From an optimization exercise on the open Yosys and OpenROAD flow, aimed at small area, a short achievable clock period and few clock cycles per item; shortcuts taken in it are not production practice.
In this exercise RTL edits were held to simulation tests only and were not proved equivalent to the original.

==> design/flow/design.v <==
`default_nettype none
package aesPkg;
  typedef logic [127:0] aesBlock_t;  
  typedef logic [7:0]   aesByte_t;
  typedef logic [31:0]  aesWord_t;
  localparam int NumRounds = 10;
  function automatic aesByte_t xtime(input aesByte_t a);
    xtime = {a[6:0], 1'b0} ^ (a[7] ? 8'h1b : 8'h00);
  endfunction
  function automatic aesByte_t rconOf(input logic [3:0] r);
    if (r[3] && (r[1] || r[0])) begin
      rconOf = r[1] ? 8'h36 : 8'h1b;
    end else begin
      rconOf = 8'h01 << (r[2:0] - 3'd1);
    end
  endfunction
endpackage
`default_nettype wire
`timescale 1ns/1ps
`default_nettype none
module roundCounter (
  input  wire        CLK,
  input  wire        EN,
  input  wire        start,
  input  wire        busy,
  output logic [3:0] roundCnt,
  output logic       lastRound
);
  assign lastRound = (roundCnt == 4'(aesPkg::NumRounds));
  always_ff @(posedge CLK) begin
    if (EN) begin
      if (start) begin
        roundCnt <= 4'd1;
      end else if (busy) begin
        roundCnt <= roundCnt + 4'd1;
      end
    end
  end
endmodule
`default_nettype wire
`timescale 1ns/1ps
`default_nettype none
module aesControl (
  input  wire  CLK,
  input  wire  RSTn,
  input  wire  EN,
  input  wire  Drdy,
  input  wire  Krdy,
  input  wire  lastRound,
  output logic keyLoad,
  output logic start,
  output logic Dvld,
  output logic Kvld,
  output logic BSY
);
  assign keyLoad = !BSY && Krdy;           
  assign start   = !BSY && !Krdy && Drdy;
  always_ff @(posedge CLK) begin
    if (!RSTn) begin
      BSY  <= 1'b0;
      Dvld <= 1'b0;
      Kvld <= 1'b0;
    end else if (EN) begin
      if (BSY) begin
        if (lastRound) begin
          BSY  <= 1'b0;
          Dvld <= 1'b1;  
        end
      end else begin
        Dvld <= 1'b0;  
        if (Krdy) begin
          Kvld <= 1'b1;
        end else if (Drdy) begin
          BSY  <= 1'b1;
          Kvld <= 1'b0;
        end
      end
    end
  end
endmodule
`default_nettype wire
`timescale 1ns/1ps
`default_nettype none
module sboxUnit (
  input  wire  [7:0] in,
  output logic [7:0] out
);
  logic u0, u1, u2, u3, u4, u5, u6, u7;
  logic t1, t2, t3, t4, t5, t6, t7, t8, t9, t10, t11, t12, t13, t14, t15, t16;
  logic t17, t18, t19, t20, t21, t22, t23, t24, t25, t26, t27;
  logic m1, m2, m3, m4, m5, m6, m7, m8, m9, m10, m11, m12, m13, m14, m15, m16;
  logic m17, m18, m19, m20, m21, m22, m23, m24, m25, m26, m27, m28, m29, m30;
  logic m31, m32, m33, m34, m35, m36, m37, m38, m39, m40, m41, m42, m43, m44, m45;
  logic m46, m47, m48, m49, m50, m51, m52, m53, m54, m55, m56, m57, m58, m59;
  logic m60, m61, m62, m63;
  logic l0, l1, l2, l3, l4, l5, l6, l7, l8, l9, l10, l11, l12, l13, l14, l15;
  logic l16, l17, l18, l19, l20, l21, l22, l23, l24, l25, l26, l27, l28, l29;
  assign {u0, u1, u2, u3, u4, u5, u6, u7} = in;  
  assign t1  = u0 ^ u3;
  assign t2  = u0 ^ u5;
  assign t3  = u0 ^ u6;
  assign t4  = u3 ^ u5;
  assign t5  = u4 ^ u6;
  assign t6  = t1 ^ t5;
  assign t7  = u1 ^ u2;
  assign t8  = u7 ^ t6;
  assign t9  = u7 ^ t7;
  assign t10 = t6 ^ t7;
  assign t11 = u1 ^ u5;
  assign t12 = u2 ^ u5;
  assign t13 = t3 ^ t4;
  assign t14 = t6 ^ t11;
  assign t15 = t5 ^ t11;
  assign t16 = t5 ^ t12;
  assign t17 = t9 ^ t16;
  assign t18 = u3 ^ u7;
  assign t19 = t7 ^ t18;
  assign t20 = t1 ^ t19;
  assign t21 = u6 ^ u7;
  assign t22 = t7 ^ t21;
  assign t23 = t2 ^ t22;
  assign t24 = t2 ^ t10;
  assign t25 = t20 ^ t17;
  assign t26 = t3 ^ t16;
  assign t27 = t1 ^ t12;
  assign m1  = t13 & t6;
  assign m2  = t23 & t8;
  assign m3  = t14 ^ m1;
  assign m4  = t19 & u7;
  assign m5  = m4 ^ m1;
  assign m6  = t3 & t16;
  assign m7  = t22 & t9;
  assign m8  = t26 ^ m6;
  assign m9  = t20 & t17;
  assign m10 = m9 ^ m6;
  assign m11 = t1 & t15;
  assign m12 = t4 & t27;
  assign m13 = m12 ^ m11;
  assign m14 = t2 & t10;
  assign m15 = m14 ^ m11;
  assign m16 = m3 ^ m2;
  assign m17 = m5 ^ t24;
  assign m18 = m8 ^ m7;
  assign m19 = m10 ^ m15;
  assign m20 = m16 ^ m13;
  assign m21 = m17 ^ m15;
  assign m22 = m18 ^ m13;
  assign m23 = m19 ^ t25;
  assign m24 = m22 ^ m23;
  assign m25 = m22 & m20;
  assign m26 = m21 ^ m25;
  assign m27 = m20 ^ m21;
  assign m28 = m23 ^ m25;
  assign m29 = m28 & m27;
  assign m30 = m26 & m24;
  assign m31 = m20 & m23;
  assign m32 = m27 & m31;
  assign m33 = m27 ^ m25;
  assign m34 = m21 & m22;
  assign m35 = m24 & m34;
  assign m36 = m24 ^ m25;
  assign m37 = m21 ^ m29;
  assign m38 = m32 ^ m33;
  assign m39 = m23 ^ m30;
  assign m40 = m35 ^ m36;
  assign m41 = m38 ^ m40;
  assign m42 = m37 ^ m39;
  assign m43 = m37 ^ m38;
  assign m44 = m39 ^ m40;
  assign m45 = m42 ^ m41;
  assign m46 = m44 & t6;
  assign m47 = m40 & t8;
  assign m48 = m39 & u7;
  assign m49 = m43 & t16;
  assign m50 = m38 & t9;
  assign m51 = m37 & t17;
  assign m52 = m42 & t15;
  assign m53 = m45 & t27;
  assign m54 = m41 & t10;
  assign m55 = m44 & t13;
  assign m56 = m40 & t23;
  assign m57 = m39 & t19;
  assign m58 = m43 & t3;
  assign m59 = m38 & t22;
  assign m60 = m37 & t20;
  assign m61 = m42 & t1;
  assign m62 = m45 & t4;
  assign m63 = m41 & t2;
  assign l0  = m61 ^ m62;
  assign l1  = m50 ^ m56;
  assign l2  = m46 ^ m48;
  assign l3  = m47 ^ m55;
  assign l4  = m54 ^ m58;
  assign l5  = m49 ^ m61;
  assign l6  = m62 ^ l5;
  assign l7  = m46 ^ l3;
  assign l8  = m51 ^ m59;
  assign l9  = m52 ^ m53;
  assign l10 = m53 ^ l4;
  assign l11 = m60 ^ l2;
  assign l12 = m48 ^ m51;
  assign l13 = m50 ^ l0;
  assign l14 = m52 ^ m61;
  assign l15 = m55 ^ l1;
  assign l16 = m56 ^ l0;
  assign l17 = m57 ^ l1;
  assign l18 = m58 ^ l8;
  assign l19 = m63 ^ l4;
  assign l20 = l0 ^ l1;
  assign l21 = l1 ^ l7;
  assign l22 = l3 ^ l12;
  assign l23 = l18 ^ l2;
  assign l24 = l15 ^ l9;
  assign l25 = l6 ^ l10;
  assign l26 = l7 ^ l9;
  assign l27 = l8 ^ l10;
  assign l28 = l11 ^ l14;
  assign l29 = l11 ^ l17;
  assign out = {l6 ^ l24, ~(l16 ^ l26), ~(l19 ^ l28), l6 ^ l21,
                l20 ^ l22, l25 ^ l29, ~(l13 ^ l27), ~(l6 ^ l23)};
endmodule
`default_nettype wire
`timescale 1ns/1ps
`default_nettype none
module stateArray (
  input  wire                    CLK,
  input  wire                    EN,
  input  wire                    start,
  input  wire                    busy,
  input  wire                    lastRound,
  input  wire aesPkg::aesBlock_t Din,
  input  wire aesPkg::aesBlock_t cipherKey,
  input  wire aesPkg::aesBlock_t roundKey,
  output aesPkg::aesBlock_t      Dout
);
  aesPkg::aesBlock_t stateQ;
  aesPkg::aesBlock_t subbed;
  aesPkg::aesBlock_t shifted;
  aesPkg::aesBlock_t mixed;
  aesPkg::aesBlock_t roundOut;
  function automatic aesPkg::aesWord_t mixDelta(input aesPkg::aesWord_t col);
    aesPkg::aesByte_t a [4];
    aesPkg::aesByte_t tot;
    aesPkg::aesWord_t res;
    for (int i = 0; i < 4; i++) begin
      a[i] = col[31-8*i -: 8];
    end
    tot = a[0] ^ a[1] ^ a[2] ^ a[3];
    for (int i = 0; i < 4; i++) begin
      res[31-8*i -: 8] = tot ^ aesPkg::xtime(a[i] ^ a[(i+1)%4]);  
    end
    mixDelta = res;
  endfunction
  assign Dout = stateQ;
  for (genvar i = 0; i < 16; i++) begin : g_sbox
    sboxUnit i_sbox (.in(stateQ[127-8*i -: 8]), .out(subbed[127-8*i -: 8]));
  end
  always_comb begin
    for (int c = 0; c < 4; c++) begin
      for (int r = 0; r < 4; r++) begin
        shifted[127-8*(4*c+r) -: 8] = subbed[127-8*(4*((c+r)%4)+r) -: 8];
      end
    end
  end
  always_comb begin
    for (int c = 0; c < 4; c++) begin
      mixed[127-32*c -: 32] = mixDelta(shifted[127-32*c -: 32]);
    end
  end
  assign roundOut = shifted ^ roundKey ^ (lastRound ? 128'h0 : mixed);
  always_ff @(posedge CLK) begin
    if (EN) begin
      if (busy) begin
        stateQ <= roundOut;
      end else if (start) begin
        stateQ <= Din ^ cipherKey;  
      end
    end
  end
endmodule
`default_nettype wire
`timescale 1ns/1ps
`default_nettype none
module keyArray (
  input  wire                    CLK,
  input  wire                    EN,
  input  wire                    keyLoad,
  input  wire                    busy,
  input  wire  [3:0]             roundCnt,
  input  wire aesPkg::aesBlock_t Kin,
  output aesPkg::aesBlock_t      cipherKey,
  output aesPkg::aesBlock_t      roundKey      
);
  aesPkg::aesBlock_t workKey;   
  aesPkg::aesWord_t  w [4];
  aesPkg::aesWord_t  subRot;
  aesPkg::aesWord_t  nw [4];
  always_comb begin
    for (int c = 0; c < 4; c++) begin
      w[c] = workKey[127-32*c -: 32];
    end
  end
  sboxUnit i_ks0 (.in(w[3][23:16]), .out(subRot[31:24]));
  sboxUnit i_ks1 (.in(w[3][15:8]),  .out(subRot[23:16]));
  sboxUnit i_ks2 (.in(w[3][7:0]),   .out(subRot[15:8]));
  sboxUnit i_ks3 (.in(w[3][31:24]), .out(subRot[7:0]));
  always_comb begin
    aesPkg::aesWord_t t;
    t     = subRot ^ {aesPkg::rconOf(roundCnt), 24'h0};
    nw[0] = w[0] ^ t;
    nw[1] = (w[0] ^ w[1]) ^ t;
    nw[2] = (w[0] ^ w[1] ^ w[2]) ^ t;
    nw[3] = (w[0] ^ w[1] ^ w[2] ^ w[3]) ^ t;
  end
  assign roundKey = {nw[0], nw[1], nw[2], nw[3]};
  always_ff @(posedge CLK) begin
    if (EN && keyLoad) begin
      cipherKey <= Kin;
    end
  end
  always_ff @(posedge CLK) begin
    if (!busy) begin
      workKey <= cipherKey;
    end else if (EN) begin
      workKey <= roundKey;
    end
  end
endmodule
`default_nettype wire
`timescale 1ns/1ps
`default_nettype none
module aesCore (
  input  wire                CLK,
  input  wire                RSTn,
  input  wire                EN,
  input  wire                Drdy,
  input  wire                Krdy,
  input  wire aesPkg::aesBlock_t Din,
  input  wire aesPkg::aesBlock_t Kin,
  output aesPkg::aesBlock_t  Dout,
  output logic               Dvld,
  output logic               Kvld,
  output logic               BSY
);
  logic              keyLoad;
  logic              start;
  logic              lastRound;
  logic [3:0]        roundCnt;
  aesPkg::aesBlock_t cipherKey;
  aesPkg::aesBlock_t roundKey;
  aesControl i_aesControl (
    .CLK(CLK), .RSTn(RSTn), .EN(EN), .Drdy(Drdy), .Krdy(Krdy),
    .lastRound(lastRound), .keyLoad(keyLoad), .start(start),
    .Dvld(Dvld), .Kvld(Kvld), .BSY(BSY)
  );
  roundCounter i_roundCounter (
    .CLK(CLK), .EN(EN), .start(start), .busy(BSY),
    .roundCnt(roundCnt), .lastRound(lastRound)
  );
  keyArray i_keyArray (
    .CLK(CLK), .EN(EN), .keyLoad(keyLoad), .busy(BSY), .roundCnt(roundCnt),
    .Kin(Kin), .cipherKey(cipherKey), .roundKey(roundKey)
  );
  stateArray i_stateArray (
    .CLK(CLK), .EN(EN), .start(start), .busy(BSY), .lastRound(lastRound),
    .Din(Din), .cipherKey(cipherKey), .roundKey(roundKey), .Dout(Dout)
  );
endmodule
`default_nettype wire
==> design/flow/flow/run.sh <==
#!/bin/bash
# The standard layout, with synthesis mapped by flow/abc_map.script instead of ORFS's ABC script,
# and the port buffers made of sky130_fd_sc_hd__buf_1 cells.
set -euo pipefail
W=$(pwd)
export MY_ABC_SCRIPT="$W/flow/abc_map.script"
bash standard.sh SYNTH_SCRIPT="$W/flow/synth.tcl" synth > "$W/synth.log" 2>&1
bash standard.sh SYNTH_SCRIPT="$W/flow/synth.tcl" "BUFFER_PORTS_ARGS=-buffer_cell sky130_fd_sc_hd__buf_1" finish > "$W/layout.log" 2>&1
test -s "$W/out/final.def"
==> design/flow/flow/abc_map.script <==
strash
&get -n
&st
&dch
&nf -p -R 10
&put
topo
stime -c
==> design/flow/flow/synth.tcl <==
# synth_recipe.tcl with one change: the ABC mapping script is flow/abc_map.script
proc synth {args} { yosys synth -nofsm -noshare {*}$args }
proc abc {args} {
  set i [lsearch -exact $args -script]
  if { $i >= 0 } { lset args [expr {$i + 1}] $::env(MY_ABC_SCRIPT) }
  yosys abc {*}$args
}
source $::env(SCRIPTS_DIR)/synth.tcl
# left out here: clear keep_hierarchy, flatten, clean up, hide names made inside functions, write 1_2_yosys.v
==> design/flow/standard.sh <==
#!/bin/bash
# synth_recipe.tcl (not shown) runs the flow's synth.tcl, then flattens the netlist and writes it again
# the make line also repeats each setting of config.mk as NAME=value (left out here)
make -C /OpenROAD-flow-scripts/flow DESIGN_CONFIG=/design/flow/config.mk WORK_HOME=/design/flow/orfs CLKGATE_MAP_FILE= SYNTH_SCRIPT=/design/flow/synth_recipe.tcl "${@:-finish}"
==> design/flow/config.mk <==
export PLATFORM = sky130hd
export DESIGN_NAME = aesCore
export DESIGN_NICKNAME = aesCore
export VERILOG_FILES = /design/flow/design.v
export SDC_FILE = /design/flow/constraint.sdc
export NUM_CORES = 4
export LEC_CHECK = 0
export CAP_MARGIN = 20
export CORE_MARGIN = 2
export CORE_UTILIZATION = 65
export PLACE_DENSITY = 0.8
export SLEW_MARGIN = 20
==> design/flow/constraint.sdc <==
create_clock -name core_clock -period 7.0 [get_ports {CLK}]
set_input_delay 1.4000 -clock core_clock [delete_from_list [all_inputs] [get_ports {CLK}]]
set_output_delay 1.4000 -clock core_clock [all_outputs]
set_load 0.01 [all_outputs]
==> impl_metrics.ini, run 1 <==
[logic_synthesis]
synthDistinctLibCells = 44
postSynthAreaPerCell_um2 = 9.82
ys.flop_type = edfxtp_1
syn_nets = 4586
synth_edf_count = 388
synth_cells = 4280
ys_seq_area_share_pct = 27.9
yosys_warnings = 12
ys_async_sr_fraction_pct = 0
ys_seq_elements = 391
syn_area_mm2 = 0.0420

[global_routing]
grt_pass1_vias = 32400
grt_use_met3_pct = 6.75
grt_antenna_before_repair = 4
met1_usage_pct = 51.4
grt.busiest_layer = met2
grt_first_pass_wirelength_um = 195000
met2_usage_pct = 60.6
overflow = 0
grt_max_degree = 174
grt_usage_pct = 38.7

[floorplanning]
fp.dieH_um = 258
coreArea_mm2 = 0.0642
die_w_um = 258
start_util_pct = 65.4
rows = 93
dieArea_mm2 = 0.0667
io_pins = 392

[drt]
dr.pass1.iters = 6
wire_per_inst_um = 22.9
drc_errors = 0
final_antenna_net_count = 0
routed_wirelength_um = 132000
detail_route.vias_per_cell = 5.81
drtIter0Drc = 3970
num_vias = 33600

[sta]
setup_viol = 0
min_period_ns = 6.75
worst_slew_pin_slew_ns = 1.20
finClkSkew_ns = 0.0165
hold_viol = 0
max_freq_mhz = 148
drv_slew = 0
post-route-period-util_pct = 96.4
relSlewSlack_pct = 19.4

[cells_and_area]
layout_common_cells = xnor2_1 (1,353), xor2_1 (694), nor2_1 (431)
final_cells = 5780
fillers = 4840
syn_to_final_growth_pct = 13.6
antennaDiodeCount = 0
fin_nets = 5193
utilization_pct = 74.3
finalInstanceArea_mm2 = 0.0477
drive_gt1_share_pct = 5.60
layout_commonest_cell = xnor2_1

[clock_tree]
postCtsHoldBufs = 0
cts-buffers-inserted = 48
clock_latency_ns = 0.62
cts.path.max_buffers = 3
htree_levels = 2
cts_tree = done
clock-root-buffer = clkbuf_16
cts_setup_buffers = 0
cts.repair.resized = 0
clk_pin_slew_ns = 0.07
clkSinkCount = 391

[placement]
placed_cells = 5692
placed_cell_area_mm2 = 0.0459
portBuffers = 391
hpwl_um = 105000
place.gp.congestion = 1.04

[worst_setup_path]
crit_arrival_ns = 6.91
setup.worst_path.end_class = flop
critPathKind = flop to flop
cp.required_ns = 7.16
crit_path_max_fanout = 9
crit_path_start_kind = flop

[status]
status = no timing/DRC/antenna violations

[worst_hold_path]
hold_path.class = flop to flop

[run]
cap_violations = 0
[critical path: stages, from the launching register on]
cell and delay, ns:
edfxtp_1 0.50, xnor2_1 0.41, xnor2_1 0.30, xnor2_1 0.17, ha_1 0.30, xnor3_1 0.40
xnor2_1 0.52, a21boi_0 0.30, nor3_1 0.39, o21bai_1 0.20, xnor2_2 0.39, xor2_2 0.33
xor3_1 0.47, xnor2_1 0.28, xor2_1 0.47, o211ai_1 0.17, xnor2_1 0.19, nand2_1 0.07
o21ai_0 0.44
[flip-flops by register name, summed over array words and instances, names as in the netlist]
signal                   flops
i_aesControl.BSY             1
i_keyArray.cipherKey       128
i_aesControl.Kvld            1
i_aesControl.Dvld            1
i_roundCounter.roundCnt      4
i_stateArray.stateQ        128
i_keyArray.workKey         128
[layer usage]
metal  up-vias  share of wire [%]  wire [um]
li1      15500                  -          -
met1     16000                 40      52500
met2      1749                 45      59000
met3       393                9.5      12500
met4         4                6.3       8280
met5         -              0.017         23
[cell type report]
type | count | area (um^2) | share of cell area (%)
repair buffers | 557 | 2740 | 5.74
clock inverters | 33 | 414 | 0.868
well taps | 855 | 1070 | 2.24
flip-flops and latches | 391 | 11700 | 24.5
clock buffers | 55 | 1250 | 2.62
multi-input cells | 3879 | 30500 | 63.9
inverters | 10 | 40.0 | 0.0839
[cell usage after synthesis, types with 9 or more instances]
| master | n | area share, % |
|---|---|---|
| a21o_1 | 9 | 0.16 |
| a2bb2oi_1 | 9 | 0.19 |
| ha_1 | 45 | 1.3 |
| nor2_1 | 432 | 3.9 |
| xnor3_1 | 156 | 8.4 |
| nor2b_1 | 83 | 1.2 |
| xnor2_1 | 1371 | 29 |
| mux2_1 | 24 | 0.64 |
| o22ai_1 | 20 | 0.30 |
| and2_0 | 22 | 0.33 |
| o21ai_0 | 186 | 2.2 |
| edfxtp_1 | 388 | 28 |
| nand3_1 | 16 | 0.19 |
| xor3_1 | 15 | 0.85 |
| clkinv_1 | 10 | 0.089 |
| a211oi_1 | 20 | 0.36 |
| nand2_1 | 338 | 3.0 |
| xor2_1 | 701 | 15 |
| nand2b_1 | 77 | 1.1 |
| nor3_1 | 21 | 0.25 |
| a21oi_1 | 259 | 3.1 |
[per-stage QoR]
step	worst slack [ns]	hold WS [ns]	setup TNS (ns)
2_1_floorplan	-9.01	0.518	-1189.23
3_3_place_gp	0.289	0.465	0
3_5_place_dp	0.147	0.473	0
4_1_cts	0.131	0.489	0
5_1_grt	-0.00106	0.528	-0.00247
6_report	0.251	0.483	0
[kinds of logic (layout without fill, tap and decap cells)]
group | count (synthesis) | count (layout) | share of synthesized area [%]
adders and majority gates | 45 | 45 | 1.34
buffers and inverters | 10 | 655 | 0.0893
and+or+nand+nor | 1012 | 1012 | 10.4
DFF | 391 | 391 | 27.9
muxes | 28 | 28 | 0.738
AOI/OAI and AO/OA | 551 | 551 | 7.19
xor gates and xnor gates | 2243 | 2243 | 52.4
[worst paths after layout]
kind,cells past startpoint,end,from,slack [ns]
worst max-delay path,18,i_stateArray.stateQ[119]$_DFFE_PP_,i_stateArray.stateQ[127]$_DFFE_PP_,0.25
worst min-delay path,2,i_aesControl.Dvld$_SDFFE_PN0P_,i_aesControl.Dvld$_SDFFE_PN0P_,0.48
worst min register to register,2,i_aesControl.Dvld$_SDFFE_PN0P_,i_aesControl.Dvld$_SDFFE_PN0P_,0.48
worst max register to register,18,i_stateArray.stateQ[119]$_DFFE_PP_,i_stateArray.stateQ[127]$_DFFE_PP_,0.25
Testbench counts, summed over its fixed seeds: cycles 4,272, blocks 384.
==> run 2, diff against run 1 <==
--- a/design/flow/design.v
+++ b/design/flow/design.v
@@ -230,6 +230,5 @@
   input  wire                    lastRound,
   input  wire aesPkg::aesBlock_t Din,
-  input  wire aesPkg::aesBlock_t cipherKey,
-  input  wire aesPkg::aesBlock_t roundKey,
+  input  wire aesPkg::aesBlock_t keyNext,    
   output aesPkg::aesBlock_t      Dout
 );
@@ -268,11 +267,9 @@
     end
   end
-  assign roundOut = shifted ^ roundKey ^ (lastRound ? 128'h0 : mixed);
+  assign roundOut = (busy ? (shifted ^ (lastRound ? 128'h0 : mixed)) : Din) ^ keyNext;
   always_ff @(posedge CLK) begin
     if (EN) begin
-      if (busy) begin
+      if (busy || start) begin
         stateQ <= roundOut;
-      end else if (start) begin
-        stateQ <= Din ^ cipherKey;  
       end
     end
@@ -289,7 +286,8 @@
   input  wire  [3:0]             roundCnt,
   input  wire aesPkg::aesBlock_t Kin,
-  output aesPkg::aesBlock_t      cipherKey,
-  output aesPkg::aesBlock_t      roundKey      
+  output aesPkg::aesBlock_t      keyNext       
 );
+  aesPkg::aesBlock_t cipherKey;
+  aesPkg::aesBlock_t roundKey;  
   aesPkg::aesBlock_t workKey;   
   aesPkg::aesWord_t  w [4];
@@ -314,4 +312,5 @@
   end
   assign roundKey = {nw[0], nw[1], nw[2], nw[3]};
+  assign keyNext  = busy ? roundKey : cipherKey;
   always_ff @(posedge CLK) begin
     if (EN && keyLoad) begin
@@ -320,8 +319,6 @@
   end
   always_ff @(posedge CLK) begin
-    if (!busy) begin
-      workKey <= cipherKey;
-    end else if (EN) begin
-      workKey <= roundKey;
+    if (!busy || EN) begin
+      workKey <= keyNext;
     end
   end
@@ -347,6 +344,5 @@
   logic              lastRound;
   logic [3:0]        roundCnt;
-  aesPkg::aesBlock_t cipherKey;
-  aesPkg::aesBlock_t roundKey;
+  aesPkg::aesBlock_t keyNext;
   aesControl i_aesControl (
     .CLK(CLK), .RSTn(RSTn), .EN(EN), .Drdy(Drdy), .Krdy(Krdy),
@@ -360,9 +356,9 @@
   keyArray i_keyArray (
     .CLK(CLK), .EN(EN), .keyLoad(keyLoad), .busy(BSY), .roundCnt(roundCnt),
-    .Kin(Kin), .cipherKey(cipherKey), .roundKey(roundKey)
+    .Kin(Kin), .keyNext(keyNext)
   );
   stateArray i_stateArray (
     .CLK(CLK), .EN(EN), .start(start), .busy(BSY), .lastRound(lastRound),
-    .Din(Din), .cipherKey(cipherKey), .roundKey(roundKey), .Dout(Dout)
+    .Din(Din), .keyNext(keyNext), .Dout(Dout)
   );
 endmodule
==> run 2 against run 1 <==
Compared with the run above:
- worst setup slack improved by 0.063 ns
- core utilization rose by 0.80 points
- non-clock buffer count grew 5
==> impl_metrics.ini, run 2 <==
[logic_synthesis]
synth_top_area_share_pct = 28.6
yosys_warnings = 12
yosys.area.top_type = edfxtp_1
ys_seq_elements = 391
postSynthAreaPerCell_um2 = 9.68
ys_async_sr_fraction_pct = 0
synthDistinctLibCells = 42
ys_top_cells_by_count = xnor2_1 (1,283), xor2_1 (675), nor2_1 (468), edfxtp_1 (388), a21oi_1 (337)
synth.most_common_cell = xnor2_1
syn_area_mm2 = 0.0408
ys_seq_area_share_pct = 28.7
synth_area_leaders = edfxtp_1 (29%), xnor2_1 (28%), xor2_1 (14%)
ys.flop_type = edfxtp_1
synth_cells = 4212
syn_nets = 4518
synth_edf_count = 388

[clock_tree]
postCtsHoldBufs = 0
cts-buffers-inserted = 46
clkSinkCount = 391
clock-root-buffer = clkbuf_16
cts.path.max_buffers = 3
htree_levels = 2
clk_pin_slew_ns = 0.06
cts.repair.resized = 0
cts_tree = done
cts_setup_buffers = 0
clock_latency_ns = 0.62

[sta]
worst_slew_pin_slew_ns = 1.05
finClkSkew_ns = 0.0429
holdWs_ns = 0.511
max_freq_mhz = 150
post-route-period-util_pct = 95.5
drv_slew = 0
relSlewSlack_pct = 29.4
min_period_ns = 6.69
setup_viol = 0
hold_viol = 0

[drt]
routed_wirelength_um = 125000
drtIter0Drc = 3410
wire_per_inst_um = 22.0
drc_errors = 0
detail_route.vias_per_cell = 5.71
dr.pass1.iters = 5
final_antenna_net_count = 0
num_vias = 32500

[floorplanning]
die_w_um = 255
io_pins = 392
fp.dieH_um = 255
coreArea_mm2 = 0.0618
dieArea_mm2 = 0.0648
rows = 91
start_util_pct = 66.0

[global_routing]
grt_max_degree = 199
grt_pass1_vias = 31500
grt_usage_pct = 37.9
grt_antenna_before_repair = 2
grt_first_pass_wirelength_um = 185000
overflow = 0

[worst_setup_path]
crit_path_start_kind = flop
critPathKind = flop to flop
r2r_cells = 21
crit_arrival_ns = 7.07
setup.worst_path.end_class = flop
crit_path_max_fanout = 7
cp.required_ns = 7.39

[cells_and_area]
fin_nets = 5128
layout_common_cells = xnor2_1 (1,259), xor2_1 (667), nor2_1 (467)
largestRegisters = i_keyArray.cipherKey: 128 flops, i_keyArray.workKey: 128 flops, i_stateArray.stateQ: 128 flops
layout_commonest_cell = xnor2_1
drive_gt1_share_pct = 5.85
syn_to_final_growth_pct = 13.9
finalInstanceArea_mm2 = 0.0464

[placement]
hpwl_um = 101000
place.gp.congestion = 1.03
placed_cell_area_mm2 = 0.0447
portBuffers = 391

[worst_hold_path]
hold_path.class = flop to flop
whs_path_depth = 2

[status]
status = no timing/DRC/antenna violations

[run]
cap_violations = 0
run 2: changes by cell type in the layout (fill, tap and decap cells not counted), sizes merged, moves of 30 or more:
| cell | change |
|---|---|
| xnor2 | -88 |
| a21oi | +78 |
| nand2 | -61 |
| xnor3 | -38 |
| nor2 | +36 |
| clkinv | +34 |
| mux2i | +30 |
run 2: through the flow:
stage                     worst slack (ns)  setup TNS, ns  instances  util [%]
after floorplan                     -0.413         -52.82       4212         -
after CTS                           0.0999              0       5693      74.7
after detailed placement             0.154              0       5611      72.2
after global routing              -0.00345       -0.00345       5694      75.1
after global placement               0.183              0       5611      72.2
final                                0.314              0       5694      75.1
run 2: cell type report:
class,instances,area (um^2)
Tap cell,837,1050
Inverter,38,143
Fill cell,4633,15400
Timing Repair Buffer,562,2790
Multi-Input combinational cell,3783,29200
Clock buffer,50,1170
Antenna cell,1,2.50
Sequential cell,391,11700
Clock inverter,32,360
run 2: layer usage:
metal	routed length, um	track usage (%)	part of all wire, %	vias to the layer above
met5	0	0	0	-
met4	6500	18.1	5.2	0
met3	10500	5.72	8.3	237
met2	57500	60.9	46	1459
met1	51000	50.4	41	15400
li1	-	-	-	15400
run 2: path summary, 6_finish.rpt:
| kind | start | endpoint | slack [ns] |
|---|---|---|---|
| worst max-delay path | i_stateArray.stateQ[97]$_DFFE_PP_ | i_stateArray.stateQ[79]$_DFFE_PP_ | 0.31 |
| worst min-delay path | i_aesControl.Dvld$_SDFFE_PN0P_ | i_aesControl.Dvld$_SDFFE_PN0P_ | 0.51 |
| worst max register to register | i_stateArray.stateQ[97]$_DFFE_PP_ | i_stateArray.stateQ[79]$_DFFE_PP_ | 0.31 |
| worst min register to register | i_aesControl.Dvld$_SDFFE_PN0P_ | i_aesControl.Dvld$_SDFFE_PN0P_ | 0.51 |
run 2: kinds of logic (layout without fill, tap and decap cells):
kind of cell / count (synthesis) / after routing / synth area share [%]
other: 0 / 1 / 0
DFF: 391 / 391 / 28.7
adders and majority gates: 45 / 45 / 1.38
AOI/OAI and AO/OA: 630 / 630 / 8.57
buffers and inverters: 38 / 682 / 0.350
and+or+nand+nor: 968 / 968 / 10.2
muxes: 47 / 47 / 1.19
xor gates and xnor gates: 2093 / 2093 / 49.6
run 2: critical path, stage by stage, from the launching register on:
cell      delay, ns
edfxtp_1       0.53
xnor2_1        0.49
xor2_2         0.32
xnor2_1        0.22
ha_1           0.29
xnor3_1        0.40
xnor2_1        0.39
buf_4          0.22
o21a_1         0.13
o211ai_1       0.11
a21oi_1        0.32
xnor2_1        0.24
xnor3_1        0.41
xnor2_1        0.40
xor3_1         0.44
xnor2_1        0.19
buf_4          0.17
o21ai_0        0.09
a21oi_1        0.19
xnor2_1        0.12
a21oi_1        0.46
xor2_1         0.32
Testbench counts of run 2, summed over its fixed seeds: cycles 4,272, blocks 384.
==> run 3, diff against run 2 <==
--- a/design/flow/config.mk
+++ b/design/flow/config.mk
@@ -10,3 +10,4 @@
 export CORE_UTILIZATION = 65
 export PLACE_DENSITY = 0.8
+export SETUP_SLACK_MARGIN = 0.6
 export SLEW_MARGIN = 20
==> run 3 against run 2 <==
Compared with the run above:
- fmax rose by 5.3%
- sequential share of layout area down 1.2 points
- clock-buffer cell count unchanged
- die area unchanged
- first-iteration DRC count grew 11%
- still clean
- register-to-register slack better by 0.34 ns
- wire length grew 3.4%
- via count is 2.8% higher
- area after synthesis is the same
==> impl_metrics.ini, run 3 <==
[logic_synthesis]
synth_top_area_share_pct = 28.6
ys_top_cells_by_count = xnor2_1 (1,283), xor2_1 (675), nor2_1 (468), edfxtp_1 (388), a21oi_1 (337)
syn_area_mm2 = 0.0408
yosys_warnings = 12
synth.most_common_cell = xnor2_1
synth_cells = 4212
ys_seq_area_share_pct = 28.7
ys_seq_elements = 391
ys_async_sr_fraction_pct = 0
synth_area_leaders = edfxtp_1 (29%), xnor2_1 (28%), xor2_1 (14%)
ys.flop_type = edfxtp_1
syn_nets = 4518
postSynthAreaPerCell_um2 = 9.68
synth_edf_count = 388
yosys.area.top_type = edfxtp_1
synthDistinctLibCells = 42

[cells_and_area]
drive_gt1_share_pct = 12.2
fin_nets = 5203
utilization_pct = 79.0
largestRegisters = i_keyArray.cipherKey: 128 flops, i_keyArray.workKey: 128 flops, i_stateArray.stateQ: 128 flops
layout_commonest_cell = xnor2_1
syn_to_final_growth_pct = 19.7
finalInstanceArea_mm2 = 0.0488
layout_common_cells = xnor2_1 (1,121), xor2_1 (619), nor2_1 (462)

[sta]
max_freq_mhz = 158
drv_slew = 0
hold_viol = 0
finClkSkew_ns = 0.0474
setup_viol = 0
worst_slack_ns = 0.652
holdWs_ns = 0.514
worst_slew_pin_slew_ns = 1.11
relSlewSlack_pct = 25.7
post-route-period-util_pct = 90.7
min_period_ns = 6.35
rsz0062_at_grt = yes
finalSetupTns_ns = 0

[floorplanning]
die_w_um = 255
fp.dieH_um = 255
coreArea_mm2 = 0.0618
rows = 91
io_pins = 392
start_util_pct = 66.0
dieArea_mm2 = 0.0648

[run]
cap_violations = 0

[drt]
wire_per_inst_um = 22.5
dr.pass1.iters = 6
final_antenna_net_count = 0
num_vias = 33400
detail_route.vias_per_cell = 5.79
drtIter0Drc = 3791
routed_wirelength_um = 130000
drc_errors = 0

[global_routing]
grt_antenna_before_repair = 3
grt_first_pass_wirelength_um = 186000
grt_pass1_vias = 31700
grt_usage_pct = 38.2
grt_max_degree = 199
overflow = 0

[clock_tree]
postCtsHoldBufs = 0
cts.path.max_buffers = 3
cts_tree = done
clock_latency_ns = 0.63
clk_pin_slew_ns = 0.06
clock-root-buffer = clkbuf_16
clkSinkCount = 391
cts-buffers-inserted = 46
htree_levels = 2

[worst_setup_path]
cp_slowest_cell = xnor3_2
r2r_setup_slack_ns = 0.65
max_stage_delay_ns = 0.54
cp_cell_sequence = buf_4, xor2_2, xnor2_1, nand2b_1, xnor2_1, xnor3_2, o21ai_0, nor2b_1, mux2i_2, xnor3_1, or2_1, xnor3_1, xor3_2, xor2_4, xnor2_2, buf_4, nor2_1, a211oi_1, xnor2_1, a21oi_1, xor2_1
r2r_end = i_stateArray.stateQ[17]$_DFFE_PP_
r2r-start = i_stateArray.stateQ[113]$_DFFE_PP_
cp.required_ns = 7.36
crit_path_max_fanout = 8
setup.worst_path.end_class = flop
critPathKind = flop to flop
r2r_cells = 21
crit_path_start_kind = flop
cpMostUsedCell = xnor2_1
crit_arrival_ns = 6.70

[worst_hold_path]
hp-start = i_aesControl.Dvld$_SDFFE_PN0P_
hold_path.class = flop to flop
holdPathEnd = i_aesControl.Dvld$_SDFFE_PN0P_
whs_path_depth = 2

[placement]
portBuffers = 391
place.gp.congestion = 1.03
placed_cell_area_mm2 = 0.0447
hpwl_um = 101000
place_ws_ns = 0.154

[status]
status = no timing/DRC/antenna violations
-- run 3: cell counts after synthesis --
No cell type changed its count.
-- run 3: critical path: cells and delay by family (launching register included) --
family / cells / cell delay (ns)
XOR/XNOR: 11 / 3.51
buffers and inverters: 2 / 0.37
flip-flops: 1 / 0.51
AND/OR/NAND/NOR: 4 / 0.74
AO/OA/AOI/OAI: 3 / 0.67
multiplexers: 1 / 0.31
-- run 3: how the worst max path moves through the flow --
| stage | start | depth (start not counted) | slack (ns) | end |
|---|---|---|---|---|
| after floorplan | i_aesControl.BSY$_SDFFE_PN0P_ | 1 | -0.41 | i_keyArray.workKey[0]$_DFFE_PP_ |
| after global placement | i_stateArray.stateQ[9]$_DFFE_PP_ | 22 | 0.18 | i_stateArray.stateQ[74]$_DFFE_PP_ |
| after detailed placement | i_stateArray.stateQ[9]$_DFFE_PP_ | 22 | 0.15 | i_stateArray.stateQ[74]$_DFFE_PP_ |
| after CTS | i_stateArray.stateQ[76]$_DFFE_PP_ | 21 | 0.50 | i_stateArray.stateQ[26]$_DFFE_PP_ |
| after global routing | i_stateArray.stateQ[113]$_DFFE_PP_ | 21 | 0.49 | i_stateArray.stateQ[17]$_DFFE_PP_ |
| final | i_stateArray.stateQ[113]$_DFFE_PP_ | 21 | 0.65 | i_stateArray.stateQ[17]$_DFFE_PP_ |
-- run 3: cell type report --
class / count / area, um^2
antenna: 1 / 2.50
tap: 837 / 1050
multi-input combinational: 3784 / 31000
clock buffer: 50 / 1170
sequential: 391 / 11700
timing repair buffer: 636 / 3360
clock inverter: 32 / 360
inverter: 38 / 143
fill: 4237 / 13000
-- run 3: layer usage --
layer  wire length [um]  share of wire (%)  GRT usage [%]  vias up
met5                 11             0.0085              0        -
met4               7500                5.8           18.0        2
met3              11800                9.1           5.44      328
met2              59400                 46           61.5     1716
met1              51000                 39           51.0    15900
li1                   -                  -              -    15500
-- run 3: metrics by stage --
| stage | instances |
|---|---|
| after global routing | 5769 |
| final | 5769 |
| after global placement | 5611 |
| after detailed placement | 5611 |
| after CTS | 5694 |
| after floorplan | 4212 |
-- run 3: cell families (layout without fill, tap and decap cells) --
family,Yosys count,in the layout,synth area share (%)
multiplexers,47,47,1.19
flip-flops,391,391,28.7
AO/OA/AOI/OAI,630,630,8.57
adder cells (fa/ha/maj),45,45,1.38
other,0,1,0
buffers and inverters,38,756,0.350
AND/OR/NAND/NOR,968,968,10.2
XOR/XNOR,2093,2094,49.6
-- run 3: what timing repair did --
action,4_1_cts,5_1_grt
gates cloned,0,1
gates resized for setup,67,247
pin swaps,3,63
setup endpoints to repair,100,135
buffers inserted,1,73
==> run 4, diff against run 3 <==
--- a/design/flow/config.mk
+++ b/design/flow/config.mk
@@ -10,4 +10,4 @@
 export CORE_UTILIZATION = 65
 export PLACE_DENSITY = 0.8
-export SETUP_SLACK_MARGIN = 0.6
+export SETUP_SLACK_MARGIN = 0.45
 export SLEW_MARGIN = 20
==> run 4 against run 3 <==
Compared with the run above:
- worst setup slack got worse by 0.041 ns
- non-clock buffer count fell by 36
- register-to-register slack got worse by 0.04 ns
- clock skew rose by 0.0027 ns
- die area did not move
- critical path type unchanged
- largest cell class unchanged
==> impl_metrics.ini, run 4 <==
[floorplanning]
io_pins = 392
start_util_pct = 66.0
coreArea_mm2 = 0.0618
die_w_um = 255
dieArea_mm2 = 0.0648
fp.dieH_um = 255
rows = 91

[logic_synthesis]
yosys_warnings = 12
ys_seq_area_share_pct = 28.7
yosys.area.top_type = edfxtp_1
synth_edf_count = 388
synth.most_common_cell = xnor2_1
synthDistinctLibCells = 42
syn_area_mm2 = 0.0408
synth_cells = 4212
postSynthAreaPerCell_um2 = 9.68
ys_async_sr_fraction_pct = 0
syn_nets = 4518
ys_top_cells_by_count = xnor2_1 (1,283), xor2_1 (675), nor2_1 (468), edfxtp_1 (388), a21oi_1 (337)
synth_top_area_share_pct = 28.6
synth_area_leaders = edfxtp_1 (29%), xnor2_1 (28%), xor2_1 (14%)
ys_seq_elements = 391
ys.flop_type = edfxtp_1

[cells_and_area]
drive_gt1_share_pct = 10.0
largestRegisters = i_keyArray.cipherKey: 128 flops, i_keyArray.workKey: 128 flops, i_stateArray.stateQ: 128 flops
layout_common_cells = xnor2_1 (1,160), xor2_1 (635), nor2_1 (462)
fin_nets = 5167
layout_commonest_cell = xnor2_1
syn_to_final_growth_pct = 17.6
utilization_pct = 77.6

[placement]
place.gp.congestion = 1.03
place_ws_ns = 0.154
portBuffers = 391
hpwl_um = 101000

[worst_setup_path]
r2r_end = i_stateArray.stateQ[2]$_DFFE_PP_
cp_slowest_cell = xnor3_1
crit_path_max_fanout = 8
r2r_cells = 21
cp.required_ns = 7.33
setup.worst_path.end_class = flop
crit_arrival_ns = 6.72
max_stage_delay_ns = 0.65
cp_cell_sequence = xnor2_1, xor2_1, xnor2_1, ha_1, xnor3_1, xnor2_2, nand2b_1, a2bb2oi_1, xor2_1, nor2_1, xnor2_1, buf_4, xor2_1, xnor3_1, xnor2_2, xnor2_2, o21ai_0, a21oi_1, xnor2_1, a21oi_1, xor2_1
critPathKind = flop to flop
crit_path_start_kind = flop
r2r_setup_slack_ns = 0.61
startpoint = i_stateArray.stateQ[73]$_DFFE_PP_
r2r-start = i_stateArray.stateQ[73]$_DFFE_PP_
crit_end = i_stateArray.stateQ[2]$_DFFE_PP_

[drt]
dr.pass1.iters = 6
routed_wirelength_um = 128000
num_vias = 33100
detail_route.vias_per_cell = 5.77
final_antenna_net_count = 0
wire_per_inst_um = 22.3
drc_errors = 0
drtIter0Drc = 3717

[global_routing]
grt_max_degree = 199
grt_first_pass_wirelength_um = 185000
grt_antenna_before_repair = 2
overflow = 0
grt_pass1_vias = 31600
grt_usage_pct = 38.0

[clock_tree]
htree_levels = 2
cts-buffers-inserted = 46
cts_tree = done
cts.path.max_buffers = 3
clock_latency_ns = 0.63
clkSinkCount = 391
clock-root-buffer = clkbuf_16
postCtsHoldBufs = 0
clk_pin_slew_ns = 0.06

[sta]
setup_viol = 0
finalSetupTns_ns = 0
post-route-period-util_pct = 91.3
worst_slew_pin_slew_ns = 1.07
max_freq_mhz = 157
finClkSkew_ns = 0.0501
worst_slack_ns = 0.612
drv_slew = 0
hold_viol = 0
relSlewSlack_pct = 28.2
min_period_ns = 6.39
rsz0062_at_grt = yes

[worst_hold_path]
hold_path.class = flop to flop

[run]
cap_violations = 0

[status]
status = no timing/DRC/antenna violations
==> run 4: repair_timing <==
action	in CTS	in global routing
setup endpoints to repair	68	126
gates cloned	0	1
pin swaps	1	37
buffers inserted	0	38
gates resized for setup	31	191
==> run 4: layout make-up <==
cell class | count | area, um^2
tap | 837 | 1050
antenna | 1 | 2.50
inverter | 38 | 143
multi-input combinational | 3784 | 30400
fill | 4380 | 13900
clock inverter | 32 | 360
clock buffer | 50 | 1170
timing repair buffer | 600 | 3070
sequential | 391 | 11700
==> run 4: through the flow <==
stage	std cells	hold WS [ns]	area, um^2
2_1_floorplan	4212	0.525	40800
3_3_place_gp	5611	0.497	44700
3_5_place_dp	5611	0.502	44700
4_1_cts	5693	0.509	46400
5_1_grt	5733	0.556	47900
6_report	5733	0.513	47900
==> run 4: worst max-delay path: cells and delay by family (launching register included) <==
kind | cells | cell delay (ns)
AO/OA/AOI/OAI | 4 | 0.83
XOR/XNOR | 13 | 3.94
AND/OR/NAND/NOR | 2 | 0.41
flip-flops | 1 | 0.51
adder cells (fa/ha/maj) | 1 | 0.27
buffers and inverters | 1 | 0.16
==> run 4: cells by family (layout without fill, tap and decap cells) <==
kind of cell / after synthesis / in the layout / share of synthesized area, %
xor+xnor: 2093 / 2094 / 49.6
simple gates: 968 / 968 / 10.2
compound gates: 630 / 630 / 8.57
flops: 391 / 391 / 28.7
mux: 47 / 47 / 1.19
fa+ha+maj: 45 / 45 / 1.38
buf+inv: 38 / 720 / 0.350
other cells: 0 / 1 / 0
==> run 4: per-layer routing <==
layer  share of wire, %  track usage [%]  vias up  wire length, um
li1                   -                -    15400                -
met1                 40             51.1    15700            50800
met2                 46             61.1     1652            58800
met3                9.0             4.96      286            11500
met4                5.5             17.8        0             6990
met5                  0                0        -                0
==> run 4: how the worst min path moves through the flow <==
stage                                    from                        endpoint  slack, ns  cells past startpoint
2_1_floorplan  i_aesControl.Dvld$_SDFFE_PN0P_  i_aesControl.Dvld$_SDFFE_PN0P_       0.53                      2
3_3_place_gp   i_aesControl.Dvld$_SDFFE_PN0P_  i_aesControl.Dvld$_SDFFE_PN0P_       0.50                      2
3_5_place_dp   i_aesControl.Dvld$_SDFFE_PN0P_  i_aesControl.Dvld$_SDFFE_PN0P_       0.50                      2
4_1_cts        i_aesControl.Dvld$_SDFFE_PN0P_  i_aesControl.Dvld$_SDFFE_PN0P_       0.51                      2
5_1_grt        i_aesControl.Dvld$_SDFFE_PN0P_  i_aesControl.Dvld$_SDFFE_PN0P_       0.56                      2
6_report       i_aesControl.Dvld$_SDFFE_PN0P_  i_aesControl.Dvld$_SDFFE_PN0P_       0.51                      2
==> run 5, diff against run 4 <==
--- a/design/flow/config.mk
+++ b/design/flow/config.mk
@@ -8,6 +8,6 @@
 export CAP_MARGIN = 20
 export CORE_MARGIN = 2
-export CORE_UTILIZATION = 65
-export PLACE_DENSITY = 0.8
-export SETUP_SLACK_MARGIN = 0.45
+export CORE_UTILIZATION = 50
+export PLACE_DENSITY = 0.7
+export SETUP_SLACK_MARGIN = 0.3
 export SLEW_MARGIN = 20
==> run 5 against run 4 <==
Compared with the run above:
- still clean on timing, DRC and antenna
- die area is 29% higher
- clock-buffer cell count stayed put
- sequential share of layout area is 0.13 points higher
- critical endpoint is now i_stateArray.stateQ[78]$_DFFE_PP_
- highest routed layer unchanged
==> impl_metrics.ini, run 5 <==
[drt]
num_vias = 32000
detail_route.vias_per_cell = 5.40
routed_wirelength_um = 129000
final_antenna_net_count = 0
drtIter0Drc = 2455
wire_per_inst_um = 21.8
dr.pass1.iters = 5
drc_errors = 0

[sta]
min_period_ns = 6.56
setup_viol = 0
drv_slew = 0
relSlewSlack_pct = 25.6
post-route-period-util_pct = 93.8
finClkSkew_ns = 0.0411
hold_viol = 0
rsz0062_at_grt = yes
max_freq_mhz = 152
worst_slack_ns = 0.435
worst_slew_pin_slew_ns = 1.12

[cells_and_area]
syn_to_final_growth_pct = 16.9
drive_gt1_share_pct = 7.98
fillers = 7135
utilization_pct = 59.1
antennaDiodeCount = 0
fin_nets = 5138
layout_common_cells = xnor2_1 (1,202), xor2_1 (651), nor2_1 (466)
multi_input_comb_area_mm2 = 0.0299
largestRegisters = i_keyArray.cipherKey: 128 flops, i_keyArray.workKey: 128 flops, i_stateArray.stateQ: 128 flops
layout_commonest_cell = xnor2_1
regArea_mm2 = 0.0117

[logic_synthesis]
synth_cells = 4212
yosys_warnings = 12
synthDistinctLibCells = 42
synth_top_area_share_pct = 28.6
postSynthAreaPerCell_um2 = 9.68
syn_nets = 4518
ys_async_sr_fraction_pct = 0
syn_area_mm2 = 0.0408
synth_edf_count = 388
synth_top_family_by_area = XOR/XNOR gates
ys_top_cells_by_count = xnor2_1 (1,283), xor2_1 (675), nor2_1 (468), edfxtp_1 (388), a21oi_1 (337)
synth-adder-area-share_pct = 1.38
synth_xor_area_share_pct = 49.6
ys.flop_type = edfxtp_1
ys_seq_area_share_pct = 28.7
synth-simple-area-share_pct = 10.2
synth_compound_area_share_pct = 8.57
synthMuxAreaShare_pct = 1.19
ys_seq_elements = 391
synth_area_leaders = edfxtp_1 (29%), xnor2_1 (28%), xor2_1 (14%)
yosys.area.top_type = edfxtp_1
synth.most_common_cell = xnor2_1

[worst_setup_path]
critPathKind = flop to flop
startpoint = i_stateArray.stateQ[49]$_DFFE_PP_
setup.worst_path.end_class = flop
critical-path-top-delay-family = XOR/XNOR gates
cpMostUsedCell = xnor2_1
r2r_setup_slack_ns = 0.44
max_stage_delay_ns = 0.53
cp_slowest_cell = edfxtp_1
crit_arrival_ns = 6.92
crit_path_max_fanout = 7
r2r-start = i_stateArray.stateQ[49]$_DFFE_PP_
critPathBufInv = 2
crit_path_start_kind = flop
cp_cell_sequence = xor2_4, buf_12, xnor2_4, xnor2_2, ha_1, xor2_1, xnor2_1, xnor2_1, a211o_1, a21boi_1, buf_4, xnor2_1, nand2b_1, xnor3_1, xor3_1, xnor3_2, xor2_2, xnor3_2, nand2_1, o211ai_1, xnor2_2, a21oi_4, xor2_4
cp.required_ns = 7.36

[placement]
place_ws_ns = -0.315
place.gp.congestion = 1.00
hpwl_um = 104000
portBuffers = 391

[clock_tree]
cts_tree = done
cts.path.max_buffers = 3
clk_pin_slew_ns = 0.06
clkSinkCount = 391
clock_latency_ns = 0.64
cts-buffers-inserted = 48
htree_levels = 2
clock-root-buffer = clkbuf_16
postCtsHoldBufs = 0

[global_routing]
grt_antenna_before_repair = 0
grt.busiest_layer = met2
met2_usage_pct = 47.9
grt_use_met3_pct = 3.96
grt_max_degree = 158
grt_first_pass_wirelength_um = 188000
met1_usage_pct = 40.8
grt_usage_pct = 29.8
overflow = 0
grt_pass1_vias = 31000

[floorplanning]
die_w_um = 290
coreArea_mm2 = 0.0807
fp.dieH_um = 290
start_util_pct = 50.6
rows = 104
io_pins = 392
dieArea_mm2 = 0.0839

[worst_hold_path]
hp-start = i_aesControl.Kvld$_SDFFE_PN0P_
hold_path.class = flop to flop

[run]
cap_violations = 0

[status]
status = no timing/DRC/antenna violations
==> run 5: cell counts after synthesis <==
Identical to the previous run, type by type.
==> run 5: area by class of cell <==
| cell class | count | area share [%] |
|---|---|---|
| Multi-Input combinational cell | 3783 | 62.7 |
| Sequential cell | 391 | 24.6 |
| Timing Repair Buffer | 570 | 6.03 |
| Tap cell | 1060 | 2.78 |
| Clock buffer | 50 | 2.53 |
| Clock inverter | 40 | 1.10 |
| Inverter | 38 | 0.299 |
==> run 5: worst paths after layout <==
check | cells after the start | end
min | 2 | i_aesControl.Kvld$_SDFFE_PN0P_
max reg2reg | 23 | i_stateArray.stateQ[78]$_DFFE_PP_
max | 23 | i_stateArray.stateQ[78]$_DFFE_PP_
min reg2reg | 2 | i_aesControl.Kvld$_SDFFE_PN0P_
==> run 5: per-stage QoR <==
stage	TNS (ns)	cell area [um^2]	std cells	hold slack, ns
2_1_floorplan	-52.82	40800	4212	0.525
3_3_place_gp	-0.314	44900	5827	0.498
3_5_place_dp	-0.315	44900	5827	0.507
4_1_cts	0	46700	5917	0.561
5_1_grt	0	47700	5932	0.570
6_report	0	47700	5932	0.554
==> run 5: timing repair <==
action	in CTS	in global routing
endpoints found under the setup margin	15	110
setup buffers	0	15
resized for setup	14	121
pin swaps	0	12
==> run 5: metal layers <==
| layer | vias to the layer above | wire [um] |
|---|---|---|
| met5 | - | 0 |
| met4 | 0 | 5520 |
| met3 | 191 | 9470 |
| met2 | 1237 | 59500 |
| met1 | 15200 | 55000 |
| li1 | 15400 | - |
==> run 5: kinds of logic after synthesis <==
family	Yosys count
AO/OA/AOI/OAI	630
flip-flops	391
AND/OR/NAND/NOR	968
adder cells (fa/ha/maj)	45
buffers and inverters	38
multiplexers	47
XOR/XNOR	2093
==> run 5: tightest hold or removal path, delay by kind of cell, from the launching register on <==
kind / cells / cell delay, ns
flip-flops: 1 / 0.31
AO/OA/AOI/OAI: 2 / 0.20
==> run 6, diff against run 5 <==
--- a/design/flow/config.mk
+++ b/design/flow/config.mk
@@ -10,4 +10,4 @@
 export CORE_UTILIZATION = 50
 export PLACE_DENSITY = 0.7
-export SETUP_SLACK_MARGIN = 0.3
+export SETUP_SLACK_MARGIN = 0.6
 export SLEW_MARGIN = 20
==> run 6 against run 5 <==
Compared with the run above:
- non-clock buffer count grew 39
- cell count grew 0.66%
- global-route usage rose by 0.15 points
==> impl_metrics.ini, run 6 <==
[logic_synthesis]
synth.most_common_cell = xnor2_1
ys_async_sr_fraction_pct = 0
postSynthAreaPerCell_um2 = 9.68
yosys_warnings = 12
synthDistinctLibCells = 42
synth_cells = 4212
synth_edf_count = 388
syn_nets = 4518
synth_area_leaders = edfxtp_1 (29%), xnor2_1 (28%), xor2_1 (14%)
synth_top_family_by_area = XOR/XNOR gates
synth-adder-area-share_pct = 1.38
ys_seq_area_share_pct = 28.7
ys_seq_elements = 391
synth-simple-area-share_pct = 10.2
synthMuxAreaShare_pct = 1.19
ys.flop_type = edfxtp_1
yosys.area.top_type = edfxtp_1
synth_top_area_share_pct = 28.6
syn_area_mm2 = 0.0408
ys_top_cells_by_count = xnor2_1 (1,283), xor2_1 (675), nor2_1 (468), edfxtp_1 (388), a21oi_1 (337)
synth_xor_area_share_pct = 49.6
synth_compound_area_share_pct = 8.57

[drt]
final_antenna_net_count = 0
drc_errors = 0
num_vias = 32400
dr.pass1.iters = 6
routed_wirelength_um = 131000
wire_per_inst_um = 21.9
drtIter0Drc = 2606
detail_route.vias_per_cell = 5.42

[worst_hold_path]
holdPathEnd = i_aesControl.Dvld$_SDFFE_PN0P_
hold_path.class = flop to flop
hp-start = i_aesControl.Dvld$_SDFFE_PN0P_
whs_path_depth = 2

[worst_setup_path]
r2r_cells = 23
critical-path-top-delay-family = XOR/XNOR gates
r2r_setup_slack_ns = 0.70
cp.required_ns = 7.35
critPathBufInv = 2
r2r-start = i_stateArray.stateQ[26]$_DFFE_PP_
critPathKind = flop to flop
crit_path_start_kind = flop
crit_path_max_fanout = 8
cpMostUsedCell = xnor2_1
max_stage_delay_ns = 0.58
r2r_end = i_stateArray.stateQ[18]$_DFFE_PP_
cp_slowest_cell = edfxtp_1
setup.worst_path.end_class = flop
crit_arrival_ns = 6.65
cp_cell_sequence = xnor2_2, xnor2_1, buf_4, xnor2_1, ha_1, xor2_1, xnor2_1, xor2_2, a21oi_1, xor2_1, xnor2_1, nor2b_1, xor3_1, xnor3_1, xnor2_2, xnor2_2, xnor2_2, o21ai_0, a21oi_1, xnor2_1, buf_4, a21oi_1, xor2_1

[global_routing]
grt_antenna_before_repair = 1
grt_first_pass_wirelength_um = 189000
overflow = 0
grt_usage_pct = 30.0
grt_max_degree = 158
grt_pass1_vias = 31100

[placement]
portBuffers = 391
place.gp.congestion = 1.00
hpwl_um = 104000
place_ws_ns = -0.315

[cells_and_area]
layout_common_cells = xnor2_1 (1,127), xor2_1 (617), nor2_1 (463)
layout_commonest_cell = xnor2_1
drive_gt1_share_pct = 11.9
largestRegisters = i_keyArray.cipherKey: 128 flops, i_keyArray.workKey: 128 flops, i_stateArray.stateQ: 128 flops
fin_nets = 5177
utilization_pct = 60.9
antennaDiodeCount = 0
syn_to_final_growth_pct = 20.5

[floorplanning]
rows = 104
coreArea_mm2 = 0.0807
io_pins = 392
fp.dieH_um = 290
dieArea_mm2 = 0.0839
die_w_um = 290
start_util_pct = 50.6

[sta]
max_freq_mhz = 159
relSlewSlack_pct = 28.6
finClkSkew_ns = 0.0427
drv_slew = 0
hold_viol = 0
min_period_ns = 6.30
holdWs_ns = 0.560
worst_slew_pin_slew_ns = 1.07
finalSetupTns_ns = 0
worst_slack_ns = 0.701
post-route-period-util_pct = 90.0
setup_viol = 0
rsz0062_at_grt = yes

[clock_tree]
cts.path.max_buffers = 3
clkSinkCount = 391
htree_levels = 2
clock_latency_ns = 0.64
postCtsHoldBufs = 0
cts-buffers-inserted = 48
cts_tree = done
clock-root-buffer = clkbuf_16
clk_pin_slew_ns = 0.06

[status]
status = no timing/DRC/antenna violations

[run]
cap_violations = 0
## run 6: area by class of cell
cell class	instances	area (um^2)
inverter	38	143
clock inverter	40	527
tap	1060	1330
sequential	391	11700
clock buffer	50	1210
fill	6959	31500
multi-input combinational	3783	31100
timing repair buffer	609	3170
## run 6: stage by stage
stage          std cells  cell area, um^2
2_1_floorplan       4212            40800
3_3_place_gp        5827            44900
3_5_place_dp        5827            44900
4_1_cts             5923            47200
5_1_grt             5971            49100
6_report            5971            49100
## run 6: logic make-up after synthesis
kind of cell             count (synthesis)
AND/OR/NAND/NOR                        968
multiplexers                            47
flip-flops                             391
adder cells (fa/ha/maj)                 45
XOR/XNOR                              2093
buffers and inverters                   38
AO/OA/AOI/OAI                          630
## run 6: worst max path at each step
stage,from,to,slack [ns],depth (start not counted)
global route,i_stateArray.stateQ[31]$_DFFE_PP_,i_stateArray.stateQ[18]$_DFFE_PP_,0.39,21
global placement,i_stateArray.stateQ[52]$_DFFE_PP_,i_stateArray.stateQ[78]$_DFFE_PP_,-0.31,21
CTS,i_stateArray.stateQ[54]$_DFFE_PP_,i_stateArray.stateQ[78]$_DFFE_PP_,0.48,21
finish,i_stateArray.stateQ[26]$_DFFE_PP_,i_stateArray.stateQ[18]$_DFFE_PP_,0.70,23
floorplan,i_aesControl.BSY$_SDFFE_PN0P_,i_keyArray.workKey[0]$_DFFE_PP_,-0.41,1
detailed placement,i_stateArray.stateQ[52]$_DFFE_PP_,i_stateArray.stateQ[78]$_DFFE_PP_,-0.31,21
## run 6: layer usage
metal,GRT usage (%),vias up,share of wire (%)
met5,0,-,0.0084
met4,12.3,2,4.7
met3,4.25,210,7.1
met2,48.1,1174,46
met1,40.8,15600,42
li1,-,15400,-
## run 6: worst reg2reg max path, stage by stage, from the launching register on
cell      delay, ns
edfxtp_1       0.58
xnor2_2        0.31
xnor2_1        0.16
buf_4          0.17
xnor2_1        0.14
ha_1           0.27
xor2_1         0.17
xnor2_1        0.31
xor2_2         0.19
a21oi_1        0.30
xor2_1         0.27
xnor2_1        0.18
nor2b_1        0.08
xor3_1         0.52
xnor3_1        0.49
xnor2_2        0.37
xnor2_2        0.19
xnor2_2        0.36
o21ai_0        0.14
a21oi_1        0.20
xnor2_1        0.21
buf_4          0.17
a21oi_1        0.07
xor2_1         0.18
## run 6: repair_timing
item                       CTS  global route
gates resized for setup     71           242
buffers inserted             6            48
setup endpoints to repair  100           144
pin swaps                    5            50

re-timing with driven ports:
The flow's constraints put no driver on any port. The routed layouts listed below were extracted and timed again, unchanged, in two steps.
Step 1 sets driving cells, clkbuf_16 on the clock port and buf_2 on the other inputs (assumed; they add their load-dependent delay and slew).
Step 2 adds t to the input delays and takes it off the output delays; t is the mean of the earliest and latest rising clock arrival at the registers after step 1. Input paths then give back, and output paths get back, about the clock's delay inside the block.
a / b / c = ideal / step 1 / step 2; a / b = the first two.
run	t, ns	setup WS [ns]	worst setup path after step 2	slew at the worst register clock pin (ns)	cell pins on the clock port's net
run 1	0.677	0.251 / 0.251 / 0.251	register to register	0.07 / 0.07	1
run 2	0.667	0.314 / 0.314 / 0.314	register to register	0.07 / 0.07	1
run 3	0.670	0.652 / 0.652 / 0.652	register to register	0.08 / 0.08	1
run 4	0.672	0.612 / 0.612 / 0.612	register to register	0.08 / 0.08	1
run 5	0.685	0.435 / 0.435 / 0.435	register to register	0.07 / 0.07	1
run 6	0.690	0.701 / 0.701 / 0.701	register to register	0.07 / 0.07	1
After both steps every run listed still meets setup and hold.
